Context: an optimization exercise on an open-source flow, tuned for small area and a short achievable clock period. The choices shown serve that exercise and are no tape-out recipe. RTL that was checked went through simulation tests only; none was proved equivalent to the original.

Design mm_mult_arbiter, start of the top module:
module mm_mult_arbiter #(
  parameter int W_D        = 32,
  parameter int NUM_REQ    = 4,
  parameter int MULT_DEPTH = 6
) (
  input  logic                   CLK,
  input  logic                   RST_N,
  input  logic                   HOLD,
  input  logic [NUM_REQ-1:0]     REQ_VALID,
  input  logic [NUM_REQ-1:0]     REQ_LAST,
  input  logic [NUM_REQ*W_D-1:0] REQ_A,
  input  logic [NUM_REQ*W_D-1:0] REQ_B,
  output logic [NUM_REQ-1:0]     REQ_READY,
  output logic [NUM_REQ-1:0]     RSLT_VALID,
  output logic [2*W_D-1:0]       RSLT,
  output logic                   RSLT_LAST,
  output logic                   BUSY
);
For scale: roughly 6300 cells after synthesis, ~600 flip-flops.
clock: 10.0 ns
lec_check: 0
cap_margin: 20
core_margin: 2
core_utilization: 40
slew_margin: 20
run.sh (not shown) runs the stock make flow with config.mk's settings and CLKGATE_MAP_FILE= SYNTH_SCRIPT=/design/flow/synth_recipe.tcl, a recipe that flattens the netlist after the stock synthesis.
Edit:
--- a/flow/config.mk
+++ b/flow/config.mk
@@ -7,0 +8 @@
+export ABC_AREA = 1
@@ -10,0 +12 @@
+export SETUP_SLACK_MARGIN = 5
Result: Routed wire length came out lower by 13%. Global-route usage came out higher by 2.1 points.

* * *

## the reference run
mm_mult_arbiter, a different RTL version from the one above (not shown whole).
Size: roughly 3500 cells after synthesis, about 640 flip-flops.
Settings: LEC_CHECK=0, ABC_AREA=1, CAP_MARGIN=20, CORE_MARGIN=2, CORE_UTILIZATION=55, CTS_BUF_LIST=sky130_fd_sc_hd__clkbuf_4 sky130_fd_sc_hd__clkbuf_8, CTS_CLUSTER_DIAMETER=100, CTS_CLUSTER_SIZE=16, SETUP_SLACK_MARGIN=5, SLEW_MARGIN=20; clock period 10.0 ns.
standard.sh (not shown) runs the stock make flow with config.mk's settings and CLKGATE_MAP_FILE= SYNTH_SCRIPT=/design/flow/synth_recipe.tcl, a recipe that flattens the netlist after the stock synthesis.
==> flow/flow/run.sh <==
#!/bin/bash
# Own flow: the standard layout (standard.sh) with three changes:
#  1. Yosys's generic "abc -fast" pre-mapping inside "synth -run fine:" is skipped (-noabc), so
#     extract_fa sees the adder tree as written and the full adders keep their polarity (no
#     inverters between them). The rest of the synthesis script, and so the register naming,
#     is the standard one.
#  2. The port buffers that buffer_ports puts on every input and output are buf_1 cells.
#  3. Timing repair aims at a setup slack of OWN_SETUP_MARGIN ns instead of config.mk's.
# Each tool's output goes to a log file in this folder (synth.log, layout.log).
set -euo pipefail
WORK=$(pwd)
OWN_SETUP_MARGIN=5.3

# synthesis script: synth_recipe.tcl, sourcing a copy of ORFS's synth.tcl with -noabc on the
# fine-grained synth call
sed 's/synth -top \$::env(DESIGN_NAME) -run fine: {\*}\$synth_full_args/synth -top $::env(DESIGN_NAME) -run fine: -noabc {*}$synth_full_args/' \
  "$FLOW_HOME/scripts/synth.tcl" > "$WORK/own_synth.tcl"
grep -q -- '-run fine: -noabc' "$WORK/own_synth.tcl"
sed "s#source \$::env(SCRIPTS_DIR)/synth.tcl#source $WORK/own_synth.tcl#" \
  "$WORK/synth_recipe.tcl" > "$WORK/own_synth_recipe.tcl"
grep -q "own_synth.tcl" "$WORK/own_synth_recipe.tcl"

# standard.sh with the synthesis script and the repair margin swapped
sed -e "s#SYNTH_SCRIPT=[^ ]*#SYNTH_SCRIPT=$WORK/own_synth_recipe.tcl#" \
    -e "s#SETUP_SLACK_MARGIN=[^ ]*#SETUP_SLACK_MARGIN=$OWN_SETUP_MARGIN#" \
    "$WORK/standard.sh" > "$WORK/own_standard.sh"
grep -q "own_synth_recipe.tcl" "$WORK/own_standard.sh"
grep -q "SETUP_SLACK_MARGIN=$OWN_SETUP_MARGIN" "$WORK/own_standard.sh"

bash "$WORK/own_standard.sh" synth > "$WORK/synth.log" 2>&1
bash "$WORK/own_standard.sh" "BUFFER_PORTS_ARGS=-buffer_cell sky130_fd_sc_hd__buf_1" finish > "$WORK/layout.log" 2>&1
Here is what was changed in the inputs of the trial run compared with the reference run.
-- flow/flow/run.sh --
<<< the reference run, line 10
set -euo pipefail
WORK=$(pwd)
OWN_SETUP_MARGIN=5.3

# synthesis script: synth_recipe.tcl, sourcing a copy of ORFS's synth.tcl with -noabc on the
>>> the trial run, line 10
set -euo pipefail
WORK=$(pwd)
OWN_SETUP_MARGIN=5.6

# synthesis script: synth_recipe.tcl, sourcing a copy of ORFS's synth.tcl with -noabc on the
### Flow results
- Compared with the reference run, the trial run shows number of global-route vias before repair higher by 293.
- The trial run -> the reference run: sum of routed wire length over all layers flat
- Going from the reference run to the trial run, final non-filler cell area higher, final hold slack now sits at about the same level.
- The worst setup path startpoint comes out REQ_VALID[2] in one run and REQ_VALID[1] in the other, namely in the trial run and the reference run respectively.
No functional check of the RTL was part of any run of this note.

* * *

Setup of nickel:
mm_mult_arbiter, a different RTL version from the one above (not shown whole).
Size in the first run: ~3200 cells after synthesis, about 340 I/O pins.
Settings: LEC_CHECK=0, CAP_MARGIN=20, CORE_MARGIN=2, CORE_UTILIZATION=45, CTS_BUF_LIST=sky130_fd_sc_hd__clkbuf_4 sky130_fd_sc_hd__clkbuf_8, CTS_CLUSTER_DIAMETER=100, CTS_CLUSTER_SIZE=16, SETUP_SLACK_MARGIN=5, SLEW_MARGIN=20; clock period 10.0 ns.
==> flow/flow/run.sh <==
#!/bin/bash
# Own flow: the standard layout (standard.sh) with three changes:
#  1. Yosys's generic "abc -fast" pre-mapping inside "synth -run fine:" is skipped (-noabc), so
#     extract_fa sees the adder tree as written and the full adders keep their polarity (no
#     inverters between them). The rest of the synthesis script, and so the register naming,
#     is the standard one.
#  2. The port buffers that buffer_ports puts on every input and output are buf_1 cells.
#  3. Timing repair aims at a setup slack of OWN_SETUP_MARGIN ns instead of config.mk's.
# Each tool's output goes to a log file in this folder (synth.log, layout.log).
set -euo pipefail
WORK=$(pwd)
OWN_SETUP_MARGIN=5.35

# synthesis script: synth_recipe.tcl, sourcing a copy of ORFS's synth.tcl with -noabc on the
# fine-grained synth call
sed 's/synth -top \$::env(DESIGN_NAME) -run fine: {\*}\$synth_full_args/synth -top $::env(DESIGN_NAME) -run fine: -noabc {*}$synth_full_args/' \
  "$FLOW_HOME/scripts/synth.tcl" > "$WORK/own_synth.tcl"
grep -q -- '-run fine: -noabc' "$WORK/own_synth.tcl"
sed "s#source \$::env(SCRIPTS_DIR)/synth.tcl#source $WORK/own_synth.tcl#" \
  "$WORK/synth_recipe.tcl" > "$WORK/own_synth_recipe.tcl"
grep -q "own_synth.tcl" "$WORK/own_synth_recipe.tcl"

# standard.sh with the synthesis script and the repair margin swapped
sed -e "s#SYNTH_SCRIPT=[^ ]*#SYNTH_SCRIPT=$WORK/own_synth_recipe.tcl#" \
    -e "s#SETUP_SLACK_MARGIN=[^ ]*#SETUP_SLACK_MARGIN=$OWN_SETUP_MARGIN#" \
    "$WORK/standard.sh" > "$WORK/own_standard.sh"
grep -q "own_synth_recipe.tcl" "$WORK/own_standard.sh"
grep -q "SETUP_SLACK_MARGIN=$OWN_SETUP_MARGIN" "$WORK/own_standard.sh"

bash "$WORK/own_standard.sh" synth > "$WORK/synth.log" 2>&1
bash "$WORK/own_standard.sh" "BUFFER_PORTS_ARGS=-buffer_cell sky130_fd_sc_hd__buf_1" finish > "$WORK/layout.log" 2>&1
[inputs] tundra vs nickel
# nickel
export LEC_CHECK = 0
export CAP_MARGIN = 20
export CORE_MARGIN = 2
export CORE_UTILIZATION = 45
export CTS_BUF_LIST = sky130_fd_sc_hd__clkbuf_4 sky130_fd_sc_hd__clkbuf_8
export CTS_CLUSTER_DIAMETER = 100
export CTS_CLUSTER_SIZE = 16
export SETUP_SLACK_MARGIN = 5
export SLEW_MARGIN = 20
create_clock -name core_clock -period 10.0 [get_ports {CLK}]
# tundra
export LEC_CHECK = 0
export CAP_MARGIN = 20
export CORE_MARGIN = 2
export CORE_UTILIZATION = 60
export CTS_BUF_LIST = sky130_fd_sc_hd__clkbuf_4 sky130_fd_sc_hd__clkbuf_8
export CTS_CLUSTER_DIAMETER = 100
export CTS_CLUSTER_SIZE = 16
export SETUP_SLACK_MARGIN = 5
export SLEW_MARGIN = 20
create_clock -name core_clock -period 10.0 [get_ports {CLK}]
==> comparison <==
- Compared with nickel, tundra shows a routed wire length that is 2.7% higher.
- Between nickel and tundra, the flow reports core region area decreasing by more than a quarter.
- Changes observed in tundra relative to nickel: final period utilization has increased; final core area utilization has increased.
- Lower count of clock-buffer cells in the layout was reported by tundra, not nickel.
- tundra ended up with sky130_fd_sc_hd__a41oi_1 as its cell with the largest stage delay on the worst path; nickel ended up with sky130_fd_sc_hd__a22oi_2.
- For the total via count after detailed routing, tundra came in about 4% higher than nickel did.
- | shortest period the worst path allows | tundra vs nickel | 0.023 ns higher |
### tundra -> zinc
# tundra
export LEC_CHECK = 0
export CAP_MARGIN = 20
export CORE_MARGIN = 2
export CORE_UTILIZATION = 60
export CTS_BUF_LIST = sky130_fd_sc_hd__clkbuf_4 sky130_fd_sc_hd__clkbuf_8
export CTS_CLUSTER_DIAMETER = 100
export CTS_CLUSTER_SIZE = 16
export SETUP_SLACK_MARGIN = 5
export SLEW_MARGIN = 20
create_clock -name core_clock -period 10.0 [get_ports {CLK}]
# zinc
export LEC_CHECK = 0
export CAP_MARGIN = 20
export CORE_MARGIN = 2
export CORE_UTILIZATION = 45
export CTS_BUF_LIST = sky130_fd_sc_hd__clkbuf_4 sky130_fd_sc_hd__clkbuf_8
export CTS_CLUSTER_DIAMETER = 70
export CTS_CLUSTER_SIZE = 20
export SETUP_SLACK_MARGIN = 5
export SLEW_MARGIN = 20
create_clock -name core_clock -period 10.0 [get_ports {CLK}]
[summary]
When zinc is set beside tundra, its clock-cell share of area turns out to be 0.47 points larger.
On first-pass GRT wire length: between zinc and tundra, it ends up lower for zinc.
Looking at detailed-route via count across zinc and tundra, the one that comes out higher is tundra.
Measured against each other, zinc and tundra differ in final critical-path required period, the lower figure coming from zinc.
zinc -> tundra: final setup TNS delta 0, exact match
> inputs changed (zinc -> maple)
# zinc
export LEC_CHECK = 0
export CAP_MARGIN = 20
export CORE_MARGIN = 2
export CORE_UTILIZATION = 45
export CTS_BUF_LIST = sky130_fd_sc_hd__clkbuf_4 sky130_fd_sc_hd__clkbuf_8
export CTS_CLUSTER_DIAMETER = 70
export CTS_CLUSTER_SIZE = 20
export SETUP_SLACK_MARGIN = 5
export SLEW_MARGIN = 20
create_clock -name core_clock -period 10.0 [get_ports {CLK}]
# maple
export LEC_CHECK = 0
export CAP_MARGIN = 20
export CORE_MARGIN = 2
export CORE_UTILIZATION = 55
export CTS_BUF_LIST = sky130_fd_sc_hd__clkbuf_4 sky130_fd_sc_hd__clkbuf_8
export CTS_CLUSTER_DIAMETER = 100
export CTS_CLUSTER_SIZE = 16
export SETUP_SLACK_MARGIN = 5
export SLEW_MARGIN = 20
create_clock -name core_clock -period 10.0 [get_ports {CLK}]
For maple, the capture point of the worst path was REQ_READY[1], unlike zinc, where it was REQ_READY[0].
Count of inserted antenna diode cells delta for maple relative to zinc: 6 lower
Against zinc, shortest period the worst path allows in maple came out worse.
Via count grows by a few percent when moving from zinc to maple.
Relative to zinc, the fraction of the core area covered by cells at the end of the flow of maple is higher by 10 points.

## port drivers added, routing unchanged
The results above use ideal ports. As a check the final layouts listed here were re-extracted and re-timed, cells and wires unchanged. Step 1 (the two cells are an assumption about what drives the block):
set clk [get_ports {CLK}]
set_driving_cell -lib_cell sky130_fd_sc_hd__clkbuf_16 $clk
set_driving_cell -lib_cell sky130_fd_sc_hd__buf_2 [delete_from_list [all_inputs] $clk]
Step 2 times the ports against the registers' clock, not the clock port: input delays grow and output delays shrink by t, the midpoint of the rising clock arrivals with the driver on. Slacks: no drivers / after step 1 / after step 2; pairs: no drivers / after step 1.
run	shift t [ns]	setup WS [ns]	worst register clock-pin slew, ns
the first run of note 1	0.752	3.839 / 3.816 / 3.816	0.08 / 0.08
the second run of note 1	0.710	5.038 / 4.980 / 4.980	0.07 / 0.07
the reference run	0.735	5.197 / 5.145 / 5.145	0.10 / 0.10
the trial run	0.730	5.234 / 5.185 / 5.185	0.10 / 0.10
nickel	0.746	5.356 / 5.299 / 5.299	0.11 / 0.11
tundra	0.724	5.333 / 5.286 / 5.281	0.11 / 0.11
zinc	0.748	5.362 / 5.308 / 5.308	0.12 / 0.12
maple	0.738	5.347 / 5.302 / 5.302	0.11 / 0.11
After both steps setup and hold are still met in every run listed. The setup slack of the second run of note 1, which loses most, moves by -0.058 ns with the drivers and by -0.058 ns with both steps.
